This design comes from an exercise in tuning for small area on the open sky130 flow, not from production work. Function was checked by simulation only, so behaviour that the tests miss may differ from the original. Power and IR drop assume default switching activity.

==> flow/design.v <==
package drac_pkg;
    typedef logic [31:0] word_t;     
    typedef logic [15:0] addr_t;     
    typedef logic [5:0]  slot_t;     
    typedef logic [23:0] pos_t;      
    localparam int FRAME_WORDS = 64;
    localparam int NUM_ENC     = 7;  
    localparam logic [3:0] ADDR_MAIN           = 4'h4;
    localparam logic [3:0] ADDR_ESPM           = 4'h9;
    localparam logic [3:0] ADDR_BOARD_SPECIFIC = 4'hB;
    localparam logic [3:0] OFF_ENC_LOAD = 4'h4;
    localparam logic [3:0] OFF_ENC_DATA = 4'h5;
    localparam slot_t SLOT_POS_BASE   = 6'd8;    
    localparam slot_t SLOT_ESII       = 6'h21;   
    localparam slot_t SLOT_INST_MODEL = 6'h22;
    localparam slot_t SLOT_INST_ID    = 6'h23;
    localparam pos_t  ENC_MIDRANGE = 24'h800000;
    localparam word_t FILL_WORD    = 32'h0000cccc;   
    localparam word_t BUILD_NUMBER = 32'd2;
endpackage
module drac_sel_or
#(
    parameter int N = 64,    
    parameter int W = 32     
) (
    input  logic [N-1:0][W-1:0] d,
    input  logic [N-1:0]        s,
    output logic [W-1:0]        y
);
    localparam int NA = (N + 2) / 3;     
    localparam int NN = (NA + 3) / 4;    
    for (genvar b = 0; b < W; b++) begin : g_bit
        logic [NA-1:0] an;               
        logic [NN-1:0] nn;               
        for (genvar a = 0; a < NA; a++) begin : g_aoi
            localparam int K = (N - 3 * a >= 3) ? 3 : N - 3 * a;
            logic [K-1:0] dk, sk;
            for (genvar k = 0; k < K; k++) begin : g_k
                assign dk[k] = d[3 * a + k][b];
                assign sk[k] = s[3 * a + k];
            end
            drac_aoi #(.K(K)) u_aoi (.d(dk), .s(sk), .y(an[a]));
        end
        if (NN == 1) begin : g_one
            assign y[b] = ~&an;          
        end else begin : g_tree
            for (genvar n = 0; n < NN; n++) begin : g_nand
                localparam int K = (NA - 4 * n >= 4) ? 4 : NA - 4 * n;
                drac_nand #(.K(K)) u_nand (.a(an[4 * n +: K]), .y(nn[n]));
            end
            assign y[b] = |nn;
        end
    end
endmodule
module drac_aoi #(parameter int K = 3) (
    input  logic [K-1:0] d,
    input  logic [K-1:0] s,
    output logic         y
);
    assign y = ~|(d & s);
endmodule
module drac_nand #(parameter int K = 4) (
    input  logic [K-1:0] a,
    output logic         y
);
    assign y = ~&a;
endmodule
`timescale 1ns/1ps
module espm_rx_buffer
(
    input  logic  sysclk,
    input  logic  rst,
    input  logic  rx_load,
    input  drac_pkg::slot_t rx_sel,
    input  drac_pkg::word_t rx_data,
    input  logic  rx_crc_good,
    input  drac_pkg::slot_t rd_slot_d,         
    output drac_pkg::word_t rd_data,
    output logic  rd_decoded,                  
    output logic [drac_pkg::NUM_ENC:1] rd_ch,  
    input  logic [2:0] wr_ch,
    output drac_pkg::pos_t  wr_pos,     
    output logic  esii_good,
    output logic  frame_copied
);
    logic [drac_pkg::FRAME_WORDS-1:0][31:0] stage_ram;
    logic [drac_pkg::FRAME_WORDS-1:0][31:0] shadow_ram;
    logic [drac_pkg::FRAME_WORDS-1:0]       copy_dec;    
    logic [drac_pkg::FRAME_WORDS-1:0]       rd_dec;      
    logic [7:0]  rd_lo, rd_hi;          
    logic        rd_live;
    logic        load_q;
    drac_pkg::slot_t sel_q;
    drac_pkg::word_t data_q;
    logic        copying, copying_d;
    logic        copied_all, copied_all_d;      
    drac_pkg::slot_t copy_slot, copy_slot_d;    
    logic        frame_copied_d;
    always_ff @(posedge sysclk) begin
        if (rst) begin
            load_q <= 1'b0;
        end else begin
            load_q <= rx_load;
        end
        sel_q  <= rx_sel;
        data_q <= rx_data;
        for (int i = 0; i < drac_pkg::FRAME_WORDS; i++) begin
            if (load_q && sel_q == 6'(i)) stage_ram[i] <= data_q;
        end
    end
    always_comb begin
        for (int i = 0; i < drac_pkg::FRAME_WORDS; i++) begin
            copy_dec[i] = (copy_slot == 6'(i));
            rd_dec[i]   = rd_hi[i / 8] && rd_lo[i % 8];
        end
    end
    always_comb begin
        frame_copied_d = 1'b0;
        copying_d      = 1'b0;
        copied_all_d   = 1'b0;
        copy_slot_d    = '0;
        if (!rst) begin
            frame_copied_d = copying && (copy_slot == 6'd63);
            copy_slot_d    = copy_slot + {5'd0, copying};
            copying_d      = copying ? (copy_slot != 6'd63) : rx_crc_good;
            copied_all_d   = copied_all || frame_copied_d;
        end
    end
    always_ff @(posedge sysclk) begin
        copying      <= copying_d;
        copy_slot    <= copy_slot_d;
        frame_copied <= frame_copied_d;
        copied_all   <= copied_all_d;
    end
    always_ff @(posedge sysclk) begin
        for (int i = 0; i < drac_pkg::FRAME_WORDS; i++) begin
            if (copying && copy_dec[i]) shadow_ram[i] <= stage_ram[i];    
        end
    end
    function automatic logic live(input logic [5:0] k);
        live = copied_all || (copying && (copy_slot > k));
    endfunction
    drac_sel_or #(.N(drac_pkg::FRAME_WORDS), .W(32)) u_rd_sel (
        .d(shadow_ram), .s(rd_dec), .y(rd_data)
    );
    always_ff @(posedge sysclk) begin
        for (int i = 0; i < 8; i++) begin
            rd_lo[i] <= (rd_slot_d[2:0] == 3'(i));
            rd_hi[i] <= (rd_slot_d[5:3] == 3'(i));
        end
        rd_live <= copied_all_d || (copying_d && (copy_slot_d > rd_slot_d));
    end
    assign rd_decoded = rd_live;
    assign rd_ch      = rd_lo[drac_pkg::NUM_ENC:1];
    logic [drac_pkg::NUM_ENC-1:0][23:0] pos_words;
    logic [drac_pkg::NUM_ENC-1:0]       pos_sel;
    always_comb begin
        for (int c = 1; c <= drac_pkg::NUM_ENC; c++) begin
            pos_words[c-1] = shadow_ram[drac_pkg::SLOT_POS_BASE + c][23:0];
            pos_sel[c-1]   = (wr_ch == 3'(c)) && live(6'(8 + c));
        end
    end
    drac_sel_or #(.N(drac_pkg::NUM_ENC), .W(24)) u_pos_sel (
        .d(pos_words), .s(pos_sel), .y(wr_pos)
    );
    assign esii_good = live(drac_pkg::SLOT_ESII) && shadow_ram[drac_pkg::SLOT_ESII][1];
endmodule
`timescale 1ns/1ps
module espm_comm_watchdog
#(
    parameter int WDOG_PERIOD = 1024
) (
    input  logic  sysclk,
    input  logic  rst,
    input  logic  rx_eof,
    input  logic  rx_crc_good,
    output drac_pkg::word_t crc_good_count,
    output drac_pkg::word_t crc_err_count,
    output logic  comm_good
);
    localparam int CNT_W = $clog2(WDOG_PERIOD);
    logic [CNT_W-1:0] win_cnt;
    logic             seen_good;     
    logic             win_end;
    assign win_end = (win_cnt == CNT_W'(WDOG_PERIOD - 1));
    always_ff @(posedge sysclk) begin
        if (rst) begin
            crc_good_count <= '0;
            crc_err_count  <= '0;
        end else begin
            if (rx_crc_good) begin
                crc_good_count <= crc_good_count + 32'd1;
            end
            if (rx_eof && !rx_crc_good) begin
                crc_err_count <= crc_err_count + 32'd1;
            end
        end
    end
    always_ff @(posedge sysclk) begin
        if (rst) begin
            win_cnt   <= '0;
            seen_good <= 1'b0;
            comm_good <= 1'b0;
        end else if (win_end) begin
            win_cnt   <= '0;
            comm_good <= seen_good | rx_crc_good;    
            seen_good <= 1'b0;
        end else begin
            win_cnt   <= win_cnt + 1'b1;
            seen_good <= seen_good | rx_crc_good;
        end
    end
endmodule
`timescale 1ns/1ps
module encoder_preload
(
    input  logic       sysclk,
    input  logic       rst,
    input  logic       reg_wen,
    input  drac_pkg::addr_t      reg_waddr,
    input  drac_pkg::word_t      reg_wdata,
    input  drac_pkg::pos_t       wr_pos,       
    input  logic [drac_pkg::NUM_ENC:1] rd_ch,    
    output drac_pkg::pos_t       enc_preload,
    output drac_pkg::pos_t       enc_offset
);
    drac_pkg::pos_t       preload [1:drac_pkg::NUM_ENC];
    drac_pkg::pos_t       offset  [1:drac_pkg::NUM_ENC];
    logic       load_wr;
    drac_pkg::pos_t       preload_d;
    drac_pkg::pos_t       offset_d;
    assign load_wr = reg_wen && (reg_waddr[15:12] == drac_pkg::ADDR_MAIN)
                     && (reg_waddr[3:0] == drac_pkg::OFF_ENC_LOAD) && !reg_waddr[7];
    assign preload_d = rst ? drac_pkg::ENC_MIDRANGE : reg_wdata[23:0];
    assign offset_d  = rst ? '0 : reg_wdata[23:0] - wr_pos;     
    always_ff @(posedge sysclk) begin
        for (int c = 1; c <= drac_pkg::NUM_ENC; c++) begin
            if (rst || (load_wr && reg_waddr[6:4] == 3'(c))) begin
                preload[c] <= preload_d;
                offset[c]  <= offset_d;
            end
        end
    end
    logic [drac_pkg::NUM_ENC-1:0][47:0] rd_words;
    logic [drac_pkg::NUM_ENC-1:0]       rd_sel;
    always_comb begin
        for (int c = 1; c <= drac_pkg::NUM_ENC; c++) begin
            rd_words[c-1] = {preload[c], offset[c]};
            rd_sel[c-1]   = rd_ch[c];
        end
    end
    drac_sel_or #(.N(drac_pkg::NUM_ENC), .W(48)) u_rd_sel (
        .d(rd_words), .s(rd_sel), .y({enc_preload, enc_offset})
    );
endmodule
`timescale 1ns/1ps
module drac_reg_read
(
    input  logic  sysclk,
    input  logic  rst,
    input  drac_pkg::addr_t reg_raddr,
    output drac_pkg::slot_t rd_slot_d,
    input  drac_pkg::word_t shadow_rdata,
    input  logic  rd_decoded,
    input  drac_pkg::word_t crc_good_count,
    input  drac_pkg::word_t crc_err_count,
    input  drac_pkg::pos_t  enc_preload,
    input  drac_pkg::pos_t  enc_offset,
    output drac_pkg::word_t reg_rdata
);
    localparam logic [11:0] BS_CRC_ERR    = 12'h000;
    localparam logic [11:0] BS_CRC_GOOD   = 12'h001;
    localparam logic [11:0] BS_ESII       = 12'h010;
    localparam logic [11:0] BS_INST_MODEL = 12'h012;
    localparam logic [11:0] BS_INST_ID    = 12'h013;
    localparam logic [11:0] BS_BUILD      = 12'hfff;
    typedef struct packed {
        logic espm;      
        logic dec;       
        logic pos;       
        logic pre;       
        logic err;
        logic good;
        logic build;
        logic fill;
    } src_t;
    src_t            src_d, src_q;
    logic            ch_ok;
    assign ch_ok = (reg_raddr[7] == 1'b0) && (reg_raddr[6:4] != 3'd0);
    always_comb begin
        src_d  = '0;
        rd_slot_d = {3'b001, reg_raddr[6:4]};
        case (reg_raddr[15:12])
            drac_pkg::ADDR_MAIN: begin
                case (reg_raddr[3:0])
                    drac_pkg::OFF_ENC_LOAD: src_d.pre = ch_ok;
                    drac_pkg::OFF_ENC_DATA: src_d.pos = ch_ok;
                    default:                src_d.fill = 1'b1;
                endcase
            end
            drac_pkg::ADDR_ESPM: begin
                src_d.espm = 1'b1;
                rd_slot_d     = reg_raddr[5:0];
            end
            drac_pkg::ADDR_BOARD_SPECIFIC: begin
                case (reg_raddr[11:0])
                    BS_CRC_ERR:    src_d.err = 1'b1;
                    BS_CRC_GOOD:   src_d.good = 1'b1;
                    BS_ESII:       begin src_d.dec = 1'b1; rd_slot_d = drac_pkg::SLOT_ESII; end
                    BS_INST_MODEL: begin src_d.dec = 1'b1; rd_slot_d = drac_pkg::SLOT_INST_MODEL; end
                    BS_INST_ID:    begin src_d.dec = 1'b1; rd_slot_d = drac_pkg::SLOT_INST_ID; end
                    BS_BUILD:      src_d.build = 1'b1;
                    default:       src_d.fill = 1'b1;
                endcase
            end
            default: ;
        endcase
    end
    logic           live_q;          
    logic           sel_sh, sel_adj, sel_pre, sel_err, sel_good;
    drac_pkg::pos_t sh_pos;
    drac_pkg::pos_t adj_pos;
    logic [23:0]    lo_rdata;
    logic [7:0]     hi_rdata;
    assign live_q   = !rst;
    assign sel_sh   = live_q && (src_q.espm || (src_q.dec && rd_decoded));
    assign sel_adj  = live_q && src_q.pos;
    assign sel_pre  = live_q && src_q.pre;
    assign sel_err  = live_q && src_q.err;
    assign sel_good = live_q && src_q.good;
    assign sh_pos  = rd_decoded ? shadow_rdata[23:0] : '0;    
    assign adj_pos = sh_pos + enc_offset;
    drac_sel_or #(.N(5), .W(24)) u_lo_sel (
        .d({shadow_rdata[23:0], adj_pos, enc_preload, crc_err_count[23:0], crc_good_count[23:0]}),
        .s({sel_sh, sel_adj, sel_pre, sel_err, sel_good}),
        .y(lo_rdata)
    );
    drac_sel_or #(.N(3), .W(8)) u_hi_sel (
        .d({shadow_rdata[31:24], crc_err_count[31:24], crc_good_count[31:24]}),
        .s({sel_sh, sel_err, sel_good}),
        .y(hi_rdata)
    );
    always_ff @(posedge sysclk) begin
        if (rst) begin
            src_q <= '0;
        end else begin
            src_q <= src_d;
        end
        reg_rdata <= {hi_rdata, lo_rdata}
                     | ((live_q && src_q.build) ? drac_pkg::BUILD_NUMBER : '0)
                     | ((live_q && src_q.fill)  ? drac_pkg::FILL_WORD    : '0);
    end
endmodule
`timescale 1ns/1ps
module drac_espm_top
#(
    parameter int WDOG_PERIOD = 1024
) (
    input  logic  sysclk,
    input  logic  rst,
    input  logic  rx_load,
    input  drac_pkg::slot_t rx_sel,
    input  drac_pkg::word_t rx_data,
    input  logic  rx_eof,
    input  logic  rx_crc_good,
    input  logic  reg_wen,
    input  drac_pkg::addr_t reg_waddr,
    input  drac_pkg::word_t reg_wdata,
    input  drac_pkg::addr_t reg_raddr,
    output drac_pkg::word_t reg_rdata,
    output logic  comm_good,
    output logic  esii_good,
    output logic  frame_copied
);
    drac_pkg::slot_t rd_slot_d;
    logic [drac_pkg::NUM_ENC:1] rd_ch;
    drac_pkg::word_t shadow_rdata;
    logic            rd_decoded;
    drac_pkg::pos_t  wr_pos;
    drac_pkg::word_t crc_good_count;
    drac_pkg::word_t crc_err_count;
    drac_pkg::pos_t  enc_preload;
    drac_pkg::pos_t  enc_offset;
    espm_rx_buffer espm_rx_buffer_inst (
        .sysclk(sysclk), .rst(rst),
        .rx_load(rx_load), .rx_sel(rx_sel), .rx_data(rx_data), .rx_crc_good(rx_crc_good),
        .rd_slot_d(rd_slot_d), .rd_data(shadow_rdata), .rd_decoded(rd_decoded), .rd_ch(rd_ch),
        .wr_ch(reg_waddr[6:4]), .wr_pos(wr_pos),
        .esii_good(esii_good), .frame_copied(frame_copied)
    );
    espm_comm_watchdog #(.WDOG_PERIOD(WDOG_PERIOD)) espm_comm_watchdog_inst (
        .sysclk(sysclk), .rst(rst),
        .rx_eof(rx_eof), .rx_crc_good(rx_crc_good),
        .crc_good_count(crc_good_count), .crc_err_count(crc_err_count),
        .comm_good(comm_good)
    );
    encoder_preload encoder_preload_inst (
        .sysclk(sysclk), .rst(rst),
        .reg_wen(reg_wen), .reg_waddr(reg_waddr), .reg_wdata(reg_wdata),
        .wr_pos(wr_pos), .rd_ch(rd_ch),      
        .enc_preload(enc_preload), .enc_offset(enc_offset)
    );
    drac_reg_read drac_reg_read_inst (
        .sysclk(sysclk), .rst(rst), .reg_raddr(reg_raddr),
        .rd_slot_d(rd_slot_d), .shadow_rdata(shadow_rdata), .rd_decoded(rd_decoded),
        .crc_good_count(crc_good_count), .crc_err_count(crc_err_count),
        .enc_preload(enc_preload), .enc_offset(enc_offset),
        .reg_rdata(reg_rdata)
    );
endmodule
==> flow/run.sh <==
#!/bin/bash
# synth_recipe.tcl (not shown) runs the flow's synth.tcl, then flattens the netlist and writes it again
# the make line also repeats each setting of config.mk as NAME=value (left out here)
make -C /OpenROAD-flow-scripts/flow DESIGN_CONFIG=/design/flow/config.mk WORK_HOME=/design/flow/orfs CLKGATE_MAP_FILE= SYNTH_SCRIPT=/design/flow/synth_recipe.tcl finish
==> flow/config.mk <==
export PLATFORM = sky130hd
export DESIGN_NAME = drac_espm_top
export DESIGN_NICKNAME = drac_espm_top
export VERILOG_FILES = /design/flow/design.v
export SDC_FILE = /design/flow/constraint.sdc
export NUM_CORES = 4
export LEC_CHECK = 0
export CAP_MARGIN = 20
export CORE_MARGIN = 2
export CORE_UTILIZATION = 65
export CTS_CLUSTER_DIAMETER = 80
export CTS_CLUSTER_SIZE = 25
export PLACE_DENSITY = 0.75
export SLEW_MARGIN = 20
export SYNTH_HIERARCHICAL = 1
==> flow/constraint.sdc <==
create_clock -name core_clock -period 6.0 [get_ports {sysclk}]
set_input_delay 1.2000 -clock core_clock [delete_from_list [all_inputs] [get_ports {sysclk}]]
set_output_delay 1.2000 -clock core_clock [all_outputs]
set_load 0.01 [all_outputs]
==> results of run 1 <==
## synth_stat cells, drive strengths merged, types with 4 or more instances
cell and count:
a211oi 6, a21boi 4, a21o 24, a21oi 93, a222oi 848, a22oi 24, a31oi 8, and2 97
and3 17, and4 13, buf 34, clkbuf 30, dfxtp 181, edfxtp 4432, ha 57, inv 61
mux2 9, mux2i 6, nand2 286, nand2b 17, nand3 124, nand3b 6, nand4 198, nor2 276
nor2b 53, nor3 41, nor3b 4, nor4 40, nor4b 4, o2111ai 4, o21a 7, o21ai 49
o21bai 7, o31ai 24, or2 7, or3 22, or4 20, xnor2 33, xor2 30
## sequential cells by signal (all words and copies together) (netlist names), 8 cells and up
name	cells
drac_reg_read_inst.src_q	8
drac_reg_read_inst.reg_rdata	32
encoder_preload_inst.offset	168
espm_rx_buffer_inst.rd_lo	8
espm_rx_buffer_inst.shadow_ram	2048
espm_rx_buffer_inst.rd_hi	8
espm_comm_watchdog_inst.crc_good_count	32
espm_comm_watchdog_inst.win_cnt	10
espm_rx_buffer_inst.data_q	32
espm_comm_watchdog_inst.crc_err_count	32
encoder_preload_inst.preload	168
espm_rx_buffer_inst.stage_ram	2048
## modules after synthesis, one instance, submodules excluded, excerpt
module	area [um2]	flip-flops and latches	copies in the design
espm_rx_buffer	126100	4161	1
drac_reg_read	2661	40	1
encoder_preload	11870	336	1
## metal layers
metal  wire, um  vias up  global-route usage (%)
met5         62        -                       0
met4      27540       12                   18.66
met3      56910      906                   6.909
met2     193300     6485                   52.63
met1     132600    39920                   44.28
li1           -    32460                       -
## through the flow
step	std cells	total power [mW]	TNS (ns)	hold WS, ns
6_report	11280	53.20	0	0.3608
5_1_grt	11260	54.33	0	0.3909
4_1_cts	11220	53.23	0	0.3641
3_5_place_dp	10860	37.76	0	0.4045
3_3_place_gp	10840	37.70	0	0.4001
2_1_floorplan	7233	36.76	-175.43	0.4003
## worst max path at each step
stage / from / endpoint / slack (ns)
final: espm_rx_buffer_inst.rd_lo[0]$_DFF_P_ / drac_reg_read_inst.reg_rdata[23]$_DFF_P_ / 0.05
after global routing: espm_rx_buffer_inst.rd_lo[0]$_DFF_P_ / drac_reg_read_inst.reg_rdata[23]$_DFF_P_ / 0.12
after CTS: espm_rx_buffer_inst.rd_lo[0]$_DFF_P_ / drac_reg_read_inst.reg_rdata[23]$_DFF_P_ / 0.34
after detailed placement: espm_rx_buffer_inst.rd_lo[0]$_DFF_P_ / drac_reg_read_inst.reg_rdata[23]$_DFF_P_ / 0.35
after global placement: espm_rx_buffer_inst.rd_lo[0]$_DFF_P_ / drac_reg_read_inst.reg_rdata[23]$_DFF_P_ / 0.35
after floorplan: reg_waddr[0] / encoder_preload_inst.offset[1][0]$_DFFE_PP_ / -1.22
## logic make-up (layout without fill, tap and decap cells)
family                   count (synthesis)  count (layout)  synth area share (%)
multiplexers                            15              15                0.1039
flip-flops                            4613            4613                 87.97
AO/OA/AOI/OAI                         1124            1124                 6.684
XOR/XNOR                                63              63                0.3551
buffers and inverters                  125             986                0.3535
adder cells (fa/ha/maj)                 59              59                0.4847
AND/OR/NAND/NOR                       1234            1234                 4.044
other                                    0              19                     0
## worst max-delay path, cell delays in order (launching register included)
cell and delay [ns]:
dfxtp_1 0.72, and2_1 0.46, buf_4 0.29, a222oi_1 0.66, nand4_1 0.62, nor4_1 0.79, nand2_1 0.34, and2_1 0.25
ha_1 0.37, nand4_1 0.16, nand2b_1 0.14, inv_1 0.05, a221o_1 0.30, a211oi_1 0.24, xnor2_1 0.14, a22oi_2 0.20
nand2_1 0.06
## power breakdown
group          switching, mW  total (mW)  internal (mW)
Clock                   9.31        16.1           6.81
Sequential             0.396        35.7           35.3
Combinational          0.986        1.39          0.400
## layout make-up
type / count / area (um2) / share of cell area (%)
diodes: 19 / 47.55 / 0.02763
clock buffers: 332 / 5738 / 3.335
clock inverters: 29 / 489.2 / 0.2843
inverters: 61 / 229.0 / 0.1331
multi-input cells: 2495 / 19170 / 11.14
flip-flops and latches: 4613 / 136800 / 79.53
well taps: 3167 / 3963 / 2.303
repair buffers: 564 / 5575 / 3.240
==> out/qor.txt, run 1 <==
Outcome - timing/DRC/antenna clean
Placed cell area - 164800 um2
Crit end category - flop
VDD IR max - 337.8 uV
Crit Reg-Reg Startpoint - espm_rx_buffer_inst.rd_lo[0]$_DFF_P_
Final net count - 8110
Syn Nets - 7400
Worst-path fanout max - 25
Congestion Overflow GR - 0
Yosys top cell by area - edfxtp_1
PnR worst setup slack - 0.05219 ns
Part of the cycle the worst path needs - 99.13%
WHS Endpoint - espm_rx_buffer_inst.shadow_ram[1851]$_DFFE_PP_
Total wire length - 410500 um
Final Setup Violations - 0
Slew Limit Fails - 0
Warnings from Yosys - 12
Post-cts resize count - 0
Critical path arrival - 6.75 ns
DRC - 0
Clock transition at path regs - 0.10 ns
Die Area - 243000 um2
Die height - 493.0 um
Die width - 493.0 um
Critical path startpoint category - flop
Reg2reg setup slack - 0.05 ns
Worst-case clock buffer depth - 3
Post-synth cell types - 84
Leak - 53.62 nW
Most frequent cells in the layout - edfxtp_1, a222oi_1, buf_4
Final hold viol count - 0
Achievable frequency - 0.1681 GHz
Tightest Pin Transition - 1.216 ns
RR Endpoint - drac_reg_read_inst.reg_rdata[23]$_DFF_P_
Synthesized flop and latch total - 4613
Post-synth ARST share - 0%
WP data required - 6.80 ns
Worst Skew - 0.08999 ns
Core area - 237900 um2
Fillers - 13260
EDFF count, synth - 4432
Post-route design area - 172100 um2
Pre-Repair DR Iteration Count - 31
Hold/Removal Path Class - reg2reg
Period minus WS final - 5.948 ns
CTS root buf - clkbuf_16
CTS tree - yes
Dpl ws - 0.3530 ns
Count of input and output buffers - 130
Gate Count Post-Synth - 7233
Io pins - 143
Via Count - 79780
First-pass GRT wire length - 562400 um
Post-CTS setup buffer count - 0
Maxcap violations - 0
Routed length per instance - 36.39 um
Hold Path Depth - 0
Seq/Total Area, Yosys - 87.97%
Starting density of the core - 65.33%
Antenna violations before repair - 29
Area Growth Syn to Fin - 10.72%
Vias in the first global route - 75330
Syn Area/Cell - 21.48 um2
P per Cell Area - 309.2 nW/um2
H-tree Lvls - 4
DP HPWL - 252100 um
Unrepaired setup endpoints after global routing - false
Top-area cell type share of the netlist area - 85.64%
Final design utilization - 72.34%
Largest net degree at the start of global routing - 78
Post-CTS Hold Buffers - 0
Commonest non-fill, non-tap cell in the layout - edfxtp_1
Cell depth of the worst flop-to-flop path - 16
Inserted Clock Buffers - 208
Row Count - 179
Netlist area before placement - 155400 um2
Top_reg_cell synth - edfxtp_1
Final ANT Viol Nets - 0
Layout cells sized above 1 - 11.51%
Slew margin rel. - 18.93%
Total routing usage reported by global routing - 33.39%
Vias per std cell - 7.073
Starting DRT DRC Count - 17260
Min-delay src - espm_rx_buffer_inst.stage_ram[1851]$_DFFE_PP_
Clk sinks - 4613
Top post-synthesis cells by area - edfxtp_1, a222oi_1, dfxtp_1
Clk latency of the worst-skew pair - 0.93 ns
Routability Congestion - 0.9123
Critical path class - reg2reg
==> inputs of run 2 (changes only) <==
--- a/flow/design.v
+++ b/flow/design.v
@@ -27,17 +27,19 @@
     input  logic [N-1:0]        s,
     output logic [W-1:0]        y
 );
-    localparam int NA = (N + 2) / 3;     
+    localparam int N3 = (N % 3 == 2) ? N / 3 : (N + 2) / 3;    
+    localparam int NA = (N % 3 == 2) ? N3 + 2 : N3;             
     localparam int NN = (NA + 3) / 4;    
     for (genvar b = 0; b < W; b++) begin : g_bit
         logic [NA-1:0] an;               
         logic [NN-1:0] nn;               
         for (genvar a = 0; a < NA; a++) begin : g_aoi
-            localparam int K = (N - 3 * a >= 3) ? 3 : N - 3 * a;
+            localparam int B = (a < N3) ? 3 * a : 3 * N3 + (a - N3);      
+            localparam int K = (a >= N3) ? 1 : (N - B >= 3) ? 3 : N - B;
             logic [K-1:0] dk, sk;
             for (genvar k = 0; k < K; k++) begin : g_k
-                assign dk[k] = d[3 * a + k][b];
-                assign sk[k] = s[3 * a + k];
+                assign dk[k] = d[B + k][b];
+                assign sk[k] = s[B + k];
             end
             drac_aoi #(.K(K)) u_aoi (.d(dk), .s(sk), .y(an[a]));
         end
==> flow/flow/run.sh (new file) <==
#!/bin/bash
# Layout: the standard flow (standard.sh) with two ORFS variables set in its environment:
#  - CTS_ARGS: clock tree synthesis with the same clustering as config.mk, without dummy loads
#  - BUFFER_PORTS_ARGS: port buffers of the smallest buffer cell
# Every tool's log stays under orfs/logs/ in this folder; make's own output goes to flow_make.log.
set -euo pipefail
export CTS_ARGS="-sink_clustering_enable -repair_clock_nets -sink_clustering_size 25 -sink_clustering_max_diameter 80 -dont_use_dummy_load"
export BUFFER_PORTS_ARGS="-buffer_cell sky130_fd_sc_hd__buf_1"
bash standard.sh finish > flow_make.log 2>&1
==> flow/standard.sh (new file) <==
#!/bin/bash
# synth_recipe.tcl (not shown) runs the flow's synth.tcl, then flattens the netlist and writes it again
# the make line also repeats each setting of config.mk as NAME=value (left out here)
make -C /OpenROAD-flow-scripts/flow DESIGN_CONFIG=/design/flow/config.mk WORK_HOME=/design/flow/orfs CLKGATE_MAP_FILE= SYNTH_SCRIPT=/design/flow/synth_recipe.tcl "${@:-finish}"
removed: flow/run.sh
==> run 2 against run 1 <==
Against the previous run: clock power decreased by 7%; combinational power decreased by 12%; wire length decreased by 1.0%; highest routed layer unchanged; power decreased by 2.6%; hold slack got worse by 0.0023 ns; largest power group unchanged.
==> out/qor.txt, run 2 <==
RR Endpoint - drac_reg_read_inst.reg_rdata[23]$_DFF_P_
Compound-Gate Fraction of Synth Area - 6.495% (-0.19 points)
Most frequent cells in the layout - edfxtp_1, a222oi_1, nand2_1
Clock transition at path regs - 0.10 ns (about the same)
Largest net degree at the start of global routing - 76 (-2.6%)
Warnings from Yosys - 12 (unchanged)
Hold/Removal Path Class - reg2reg
Core area - 237600 um2 (about the same)
Worst Skew - 0.1159 ns (+0.02590 ns)
Tot Pwr - 51.80 mW (-2.6%)
Row Count - 179 (unchanged)
Top-area cell type share of the netlist area - 85.69% (about the same)
Part of the cycle the worst path needs - 96.91% (-2.2 points)
Seq/Total Area, Yosys - 88.03% (about the same)
WP data required - 6.74 ns (-0.06 ns)
Yosys top cell by area - edfxtp_1
Critical path startpoint category - flop
GRT met2 Usage - 51.70% (-0.94 points)
Post-cts resize count - 0 (unchanged)
Gr busiest metal - met2
Total routing usage reported by global routing - 33.24% (-0.15 points)
First-pass GRT wire length - 560200 um (-0.39%)
TNS Setup - 0 ns (unchanged)
Synth cell count leaders - edfxtp_1, a222oi_1, nand2_1, nor2_1, nand4_1
Worst Setup EP - drac_reg_read_inst.reg_rdata[23]$_DFF_P_
Global Route met3 Usage - 8.300% (+1.4 points)
Period minus WS final - 5.815 ns (-0.1332 ns)
EDFF count, synth - 4432 (unchanged)
Crit end category - flop
Post-CTS setup buffer count - 0 (unchanged)
Die height - 492.8 um (about the same)
Clk latency of the worst-skew pair - 0.92 ns (about the same)
CTS root buf - clkbuf_16
Slew Limit Fails - 0 (unchanged)
Clk sinks - 4613 (unchanged)
Netlist area before placement - 155300 um2 (about the same)
Starting density of the core - 65.36% (about the same)
Die width - 492.8 um (about the same)
Main combinational cell family by area after synthesis - compound AO/OA/AOI/OAI gates
DP HPWL - 246000 um (-2.4%)
Post-synthesis mux area share - 0.1039% (about the same)
Achievable frequency - 0.1720 GHz (+2.3%)
P per Cell Area - 307.1 nW/um2 (-0.69%)
Worst Setup SP - espm_rx_buffer_inst.rd_hi[4]$_DFF_P_
Crit Reg-Reg Startpoint - espm_rx_buffer_inst.rd_hi[4]$_DFF_P_
Outcome - timing/DRC/antenna clean
Congestion Overflow GR - 0 (unchanged)
H-tree Lvls - 4 (unchanged)
Post-Synth Adder-Cell Area - 0.4850% (about the same)
Routability Congestion - 0.9279 (+1.7%)
Critical path arrival - 6.56 ns (-0.19 ns)
Worst-case clock buffer depth - 3 (unchanged)
Die Area - 242900 um2 (about the same)
Layout cells sized above 1 - 9.802% (-1.7 points)
Post-synth cell types - 83 (-1.2%)
Io pins - 143 (unchanged)
Most common cell in the netlist - edfxtp_1
DRC - 0 (unchanged)
Post-CTS Hold Buffers - 0 (unchanged)
Top post-synthesis cells by area - edfxtp_1, a222oi_1, dfxtp_1
Pre-Repair DR Iteration Count - 11 (-65%)
Syn Area/Cell - 21.40 um2 (-0.39%)
Xor and xnor area share after synthesis - 0.3553% (about the same)
Synthesized flop and latch total - 4613 (unchanged)
Critical path class - reg2reg
Final ANT Viol Nets - 0 (unchanged)
Simple-gate portion of the synthesized area - 4.181% (+0.14 points)
Reg2reg setup slack - 0.19 ns (+0.13 ns)
Via Count - 79110 (-0.83%)
Cell depth of the worst flop-to-flop path - 16 (unchanged)
Final hold viol count - 0 (unchanged)
Leak - 52.13 nW (-2.8%)
Top_reg_cell synth - edfxtp_1
Tightest Pin Transition - 1.180 ns (-0.03561 ns)
VDD IR max - 269.4 uV (-20%)
Final net count - 8004 (-1.3%)
Routed length per instance - 36.87 um (+1.3%)
Vias in the first global route - 75750 (+0.56%)
Count of input and output buffers - 130 (unchanged)
Met1 Use GR - 43.53% (-0.75 points)
Antenna violations before repair - 32 (+10%)
Syn Nets - 7424 (+0.32%)
Inserted Clock Buffers - 206 (-0.96%)
Biggest regs - espm_rx_buffer_inst.shadow_ram x2048, espm_rx_buffer_inst.stage_ram x2048
Post-synth ARST share - 0% (unchanged)
Final Setup Violations - 0 (unchanged)
Vias per std cell - 7.178 (+1.5%)
Maxcap violations - 0 (unchanged)
Worst-path fanout max - 9 (-64%)
Unrepaired setup endpoints after global routing - false
Total wire length - 406300 um (-1.0%)
Slew margin rel. - 21.31% (+2.4 points)
Gate Count Post-Synth - 7257 (+0.33%)
CTS tree - yes
Commonest non-fill, non-tap cell in the layout - edfxtp_1
Area Growth Syn to Fin - 8.626%
Starting DRT DRC Count - 16040 (-7.1%)
run 2: per-module statistics from Yosys (local to each module, per instance), excerpt:
module,times used,flops+latches
encoder_preload,1,336
drac_reg_read,1,40
espm_rx_buffer,1,4161
run 2: worst min path at each step:
stage	start	endpoint	depth (start not counted)
floorplan	espm_rx_buffer_inst.stage_ram[0]$_DFFE_PP_	espm_rx_buffer_inst.shadow_ram[0]$_DFFE_PP_	0
global placement	espm_rx_buffer_inst.stage_ram[1760]$_DFFE_PP_	espm_rx_buffer_inst.shadow_ram[1760]$_DFFE_PP_	0
finish	espm_rx_buffer_inst.stage_ram[1222]$_DFFE_PP_	espm_rx_buffer_inst.shadow_ram[1222]$_DFFE_PP_	0
CTS	rx_data[23]	espm_rx_buffer_inst.data_q[23]$_DFF_P_	1
detailed placement	espm_rx_buffer_inst.stage_ram[1006]$_DFFE_PP_	espm_rx_buffer_inst.shadow_ram[1006]$_DFFE_PP_	0
global route	rx_data[17]	espm_rx_buffer_inst.data_q[17]$_DFF_P_	1
run 2: kinds of logic (layout without fill, tap and decap cells):
family | count (synthesis) | after routing
flip-flops | 4613 | 4613
AND/OR/NAND/NOR | 1282 | 1282
AO/OA/AOI/OAI | 1100 | 1100
buffers and inverters | 125 | 703
XOR/XNOR | 63 | 63
adder cells (fa/ha/maj) | 59 | 59
multiplexers | 15 | 15
other | 0 | 19
run 2: power breakdown:
part           switching, mW  leakage, nW  internal, mW
Sequential             0.405         41.6          35.3
Clock                   8.76         2.54          6.11
Combinational          0.937         7.95         0.286
run 2: worst max-delay path, cell delays in order (launching register included):
cell	delay, ns
dfxtp_1	0.56
and2_1	0.50
a222oi_1	0.70
nand4_1	0.61
nor4_1	0.79
buf_4	0.29
nand2_1	0.14
and2_1	0.23
ha_1	0.28
a21o_1	0.18
and4_2	0.27
o21ai_1	0.20
nand3_1	0.17
a211oi_1	0.46
xnor2_1	0.13
nand2_1	0.08
nand3_1	0.06
run 2: layout make-up:
type | instances | area, um2
fillers | 13550 | 68920
inverters | 61 | 229.0
repair buffers | 436 | 3327
diodes | 19 | 47.55
multi-input cells | 2519 | 19140
well taps | 3167 | 3963
clock buffers | 206 | 5155
flip-flops and latches | 4613 | 136800
run 2: stage by stage:
step | area, um2 | worst slack, ns | utilization [%] | instances | hold slack [ns]
2_1_floorplan | 155300 | -1.218 | - | 7257 | 0.4003
3_3_place_gp | 162800 | 0.5160 | 68.51 | 10770 | 0.4000
3_5_place_dp | 163100 | 0.5187 | 68.63 | 10780 | 0.4045
4_1_cts | 168200 | 0.5040 | 70.80 | 10980 | 0.3049
5_1_grt | 168700 | 0.1842 | 70.98 | 11010 | 0.3350
6_report | 168700 | 0.1854 | 71.00 | 11020 | 0.3585
run 2: layer usage:
metal	up-vias	part of all wire (%)
met4	18	7.0
met2	6326	47
met1	39680	32
met5	-	0.032
met3	1033	14
li1	32060	-
==> inputs of run 3 (changes only) <==
--- a/flow/design.v
+++ b/flow/design.v
@@ -185,19 +185,12 @@
     logic             seen_good;     
     logic             win_end;
     assign win_end = (win_cnt == CNT_W'(WDOG_PERIOD - 1));
-    always_ff @(posedge sysclk) begin
-        if (rst) begin
-            crc_good_count <= '0;
-            crc_err_count  <= '0;
-        end else begin
-            if (rx_crc_good) begin
-                crc_good_count <= crc_good_count + 32'd1;
-            end
-            if (rx_eof && !rx_crc_good) begin
-                crc_err_count <= crc_err_count + 32'd1;
-            end
-        end
-    end
+    drac_counter #(.W(32)) u_good_cnt (
+        .sysclk(sysclk), .rst(rst), .en(rx_crc_good), .q(crc_good_count)
+    );
+    drac_counter #(.W(32)) u_err_cnt (
+        .sysclk(sysclk), .rst(rst), .en(rx_eof && !rx_crc_good), .q(crc_err_count)
+    );
     always_ff @(posedge sysclk) begin
         if (rst) begin
             win_cnt   <= '0;
@@ -213,6 +206,50 @@
         end
     end
 endmodule
+module drac_counter
+#(
+    parameter int W = 32
+) (
+    input  logic         sysclk,
+    input  logic         rst,
+    input  logic         en,
+    output logic [W-1:0] q
+);
+    localparam int NG = (W + 7) / 8;
+    logic [NG-1:0] g_ones;       
+    logic [NG-1:0] g_cin;        
+    logic [W-1:0]  sum;
+    for (genvar g = 0; g < NG; g++) begin : g_grp
+        localparam int GW = (W - 8 * g >= 8) ? 8 : W - 8 * g;
+        logic [GW:0] c;
+        assign g_ones[g] = &q[8 * g +: GW];
+        assign c[0]      = g_cin[g];
+        for (genvar i = 0; i < GW; i++) begin : g_bit
+            drac_half_add u_ha (.a(q[8 * g + i]), .b(c[i]), .s(sum[8 * g + i]), .c(c[i + 1]));
+        end
+    end
+    always_comb begin
+        g_cin[0] = en;
+        for (int g = 1; g < NG; g++) begin
+            g_cin[g] = g_cin[g - 1] && g_ones[g - 1];
+        end
+    end
+    always_ff @(posedge sysclk) begin
+        if (rst) begin
+            q <= '0;
+        end else begin
+            q <= sum;
+        end
+    end
+endmodule
+module drac_half_add (
+    input  logic a,
+    input  logic b,
+    output logic s,
+    output logic c
+);
+    assign {c, s} = a + b;
+endmodule
 `timescale 1ns/1ps
 module encoder_preload
 (
==> run 3 against run 2 <==
Against the previous run: critical path type unchanged; combinational power shrank 3%; critical path depth grew 1; area after synthesis shrank 0.31%; largest power group unchanged; register-to-register slack gained 0.24 ns; clock power is essentially flat; synthesized cell count shrank 2.2%.
==> out/qor.txt, run 3 <==
Die width - 492.0 um (-0.16%)
WP data required - 6.75 ns (about the same)
Tightest Pin Transition - 1.377 ns (+0.1965 ns)
CTS tree - yes
H-tree Lvls - 4 (unchanged)
DP HPWL - 247800 um (+0.73%)
Most frequent cells in the layout - edfxtp_1, a222oi_1, buf_4
Top post-synthesis cells by area - edfxtp_1, a222oi_1, dfxtp_1
Final Setup Violations - 0 (unchanged)
Reg2reg setup slack - 0.43 ns (+0.24 ns)
Part of the cycle the worst path needs - 92.87% (-4.0 points)
Period minus WS final - 5.572 ns (-0.2427 ns)
Tot Pwr - 51.83 mW (about the same)
Final hold viol count - 0 (unchanged)
Layout cells sized above 1 - 10.45% (+0.65 points)
GRT met2 Usage - 51.60% (-0.092 points)
Final net count - 7973 (-0.39%)
Post-synth ARST share - 0% (unchanged)
Maxcap violations - 0 (unchanged)
Routed length per instance - 36.94 um (+0.19%)
DRC - 0 (unchanged)
Cell depth of the worst flop-to-flop path - 17 (+1)
Netlist area before placement - 154800 um2 (-0.31%)
Via Count - 77450 (-2.1%)
Worst-case clock buffer depth - 3 (unchanged)
Most common cell in the netlist - edfxtp_1
Syn Nets - 7327 (-1.3%)
Post-CTS Hold Buffers - 0 (unchanged)
Inst Count DP - 10680 (-0.93%)
Clock transition at path regs - 0.10 ns (about the same)
First-pass GRT wire length - 553000 um (-1.3%)
RR Endpoint - drac_reg_read_inst.reg_rdata[21]$_DFF_P_
Die Area - 242100 um2 (-0.31%)
Post-CTS setup buffer count - 0 (unchanged)
Final ANT Viol Nets - 0 (unchanged)
Total wire length - 403900 um (-0.60%)
Vias in the first global route - 73910 (-2.4%)
Crit end category - flop
Layout Cells excl Fill - 10930 (-0.79%)
CTS root buf - clkbuf_16
Unrepaired setup endpoints after global routing - false
Congestion Overflow GR - 0 (unchanged)
Top-area cell type share of the netlist area - 85.96% (+0.27 points)
WHS - 0.3451 ns (-0.01342 ns)
Met1 Use GR - 43.70% (+0.18 points)
P per Cell Area - 307.2 nW/um2 (about the same)
Top_reg_cell synth - edfxtp_1
Final design utilization - 71.06% (about the same)
Commonest non-fill, non-tap cell in the layout - edfxtp_1
Gate Count Post-Synth - 7098 (-2.2%)
Critical path arrival - 6.32 ns (-0.24 ns)
Global Route met3 Usage - 6.567% (-1.7 points)
Yosys top cell by area - edfxtp_1
Starting density of the core - 65.22% (-0.14 points)
Io pins - 143 (unchanged)
Slew margin rel. - 7.445% (-14 points)
Area Growth Syn to Fin - 8.969%
Die height - 492.0 um (-0.16%)
Worst-path fanout max - 21 (+12)
Syn Area/Cell - 21.81 um2 (+1.9%)
Worst Skew - 0.1051 ns (-0.01077 ns)
VDD IR max - 380.1 uV (+41%)
Achievable frequency - 0.1795 GHz (+4.4%)
Hold/Removal Path Class - reg2reg
Leak - 52.84 nW (+1.3%)
Biggest regs - espm_rx_buffer_inst.shadow_ram x2048, espm_rx_buffer_inst.stage_ram x2048
Largest net degree at the start of global routing - 65 (-14%)
Total routing usage reported by global routing - 32.96% (-0.28 points)
Row Count - 179 (unchanged)
Critical path startpoint category - flop
Core area - 237400 um2 (about the same)
Crit Reg-Reg Startpoint - espm_rx_buffer_inst.rd_hi[4]$_DFF_P_
Starting DRT DRC Count - 15740 (-1.9%)
Post-cts resize count - 0 (unchanged)
Antenna violations before repair - 24 (-25%)
Critical path class - reg2reg
Vias per std cell - 7.083 (-1.3%)
Warnings from Yosys - 13 (+1)
Worst Setup EP - drac_reg_read_inst.reg_rdata[21]$_DFF_P_
EDFF count, synth - 4432 (unchanged)
Clk latency of the worst-skew pair - 0.91 ns (about the same)
Seq/Total Area, Yosys - 88.30% (+0.28 points)
Count of input and output buffers - 130 (unchanged)
Clk sinks - 4613 (unchanged)
Pre-Repair DR Iteration Count - 15 (+4)
Slew Limit Fails - 0 (unchanged)
Gr busiest metal - met2
Inserted Clock Buffers - 206 (unchanged)
Routability Congestion - 0.9076 (-2.2%)
Post-synth cell types - 84 (+1.2%)
Worst Setup SP - espm_rx_buffer_inst.rd_hi[4]$_DFF_P_
Outcome - timing/DRC/antenna clean
Synth cell count leaders - edfxtp_1, a222oi_1, nand2_1, nor2_1, nand4_1
Synthesized flop and latch total - 4613 (unchanged)
run 3: cell count changes after synthesis, moves of 10 or more:
| cell | before | now |
|---|---|---|
| o31ai_1 | 24 | 6 |
| or4_1 | 20 | 3 |
| nor2b_1 | 52 | 110 |
| clkbuf_1 | 29 | 12 |
| a21oi_1 | 91 | 58 |
| nand3_1 | 146 | 127 |
| or3_1 | 22 | 3 |
| nor2_1 | 265 | 242 |
| o21ai_0 | 45 | 26 |
| ha_1 | 57 | 119 |
| nand2_1 | 310 | 284 |
| xnor2_1 | 33 | 23 |
run 3: logic make-up after synthesis:
family,synth area share (%)
buffers and inverters,0.3241
xor gates and xnor gates,0.2489
muxes,0.03071
DFF,88.30
adders and majority gates,0.9876
AOI/OAI and AO/OA,6.274
and+or+nand+nor,3.833
run 3: power breakdown:
group          internal [mW]  switching (mW)
combinational          0.287           0.890
clock                   6.11            8.82
sequential              35.3           0.403
run 3: critical path, stage by stage, from the launching register on:
cell      delay [ns]
dfxtp_1         0.52
and2_1          0.64
buf_4           0.38
a222oi_1        0.47
nand4_1         0.37
nor4_1          0.65
buf_4           0.25
nand2_1         0.15
and2_1          0.21
ha_1            0.34
o211a_1         0.25
a21oi_1         0.22
o21ai_0         0.17
a31oi_1         0.33
a31oi_1         0.17
xor2_1          0.16
nand2_1         0.07
nand3_1         0.06
run 3: area by class of cell:
cell class	instances	area [um2]
Antenna cell	25	62.56
Clock buffer	206	5155
Fill cell	13520	68690
Inverter	61	229.0
Multi-Input combinational cell	2378	18780
Sequential cell	4613	136800
Tap cell	3167	3963
Timing Repair Buffer	484	3685
run 3: worst min path at each step:
stage | startpoint | to | slack, ns | cells after the start
floorplan | espm_rx_buffer_inst.stage_ram[0]$_DFFE_PP_ | espm_rx_buffer_inst.shadow_ram[0]$_DFFE_PP_ | 0.40 | 0
global placement | espm_rx_buffer_inst.stage_ram[1451]$_DFFE_PP_ | espm_rx_buffer_inst.shadow_ram[1451]$_DFFE_PP_ | 0.40 | 0
detailed placement | espm_rx_buffer_inst.stage_ram[1001]$_DFFE_PP_ | espm_rx_buffer_inst.shadow_ram[1001]$_DFFE_PP_ | 0.40 | 0
CTS | rx_data[11] | espm_rx_buffer_inst.data_q[11]$_DFF_P_ | 0.33 | 1
global route | rx_data[18] | espm_rx_buffer_inst.data_q[18]$_DFF_P_ | 0.34 | 1
finish | espm_rx_buffer_inst.stage_ram[1049]$_DFFE_PP_ | espm_rx_buffer_inst.shadow_ram[1049]$_DFFE_PP_ | 0.35 | 0
run 3: per-module statistics from Yosys (local to each module, per instance), a selection:
module,flops+latches,cells
espm_rx_buffer,4161,4520
encoder_preload,336,593
drac_reg_read,40,313
drac_half_add,0,1
run 3: per-stage QoR:
| stage | setup TNS [ns] | cell area, um2 | worst slack, ns |
|---|---|---|---|
| 3_3_place_gp | 0 | 162800 | 0.6013 |
| 3_5_place_dp | 0 | 163000 | 0.4939 |
| 4_1_cts | 0 | 168100 | 0.6006 |
| 5_1_grt | 0 | 168700 | 0.3771 |
| 2_1_floorplan | -117.19 | 154800 | -1.221 |
| 6_report | 0 | 168700 | 0.4281 |
run 3: per-layer routing:
metal | wire, um | share of wire [%]
met1 | 131800 | 33
met2 | 189700 | 47
met3 | 53170 | 13
met4 | 29190 | 7.2
met5 | 48 | 0.012

-- re-timing with driven ports --
The results above use ideal ports. As a check the final layouts listed here were re-extracted and re-timed, cells and wires unchanged.
Step 1: set_driving_cell puts a clkbuf_16 on sysclk and a buf_2 on each other input, an assumption about the parent block.
Step 2 times the ports against the registers' clock, not the clock port: input delays grow and output delays shrink by t, the midpoint of the rising clock arrivals with the driver on.
a / b / c = ideal ports / drivers / drivers and shift; a / b = the first two.
run	shift t [ns]	slack for setup (ns)	clock arrival spread, ns	worst slew at a driven data input, ns	cell pins on the clock port's net
run 1	0.978	0.052 / 0.052 / 0.052	0.093 / 0.093	0.08	1
run 2	0.962	0.185 / 0.185 / 0.185	0.123 / 0.123	0.11	1
run 3	0.974	0.428 / 0.428 / 0.195	0.122 / 0.121	0.20	1
After both steps every run listed still meets setup and hold. The setup slack of run 3, which loses most, moves by 0.000 ns with the drivers and by -0.233 ns with both steps.
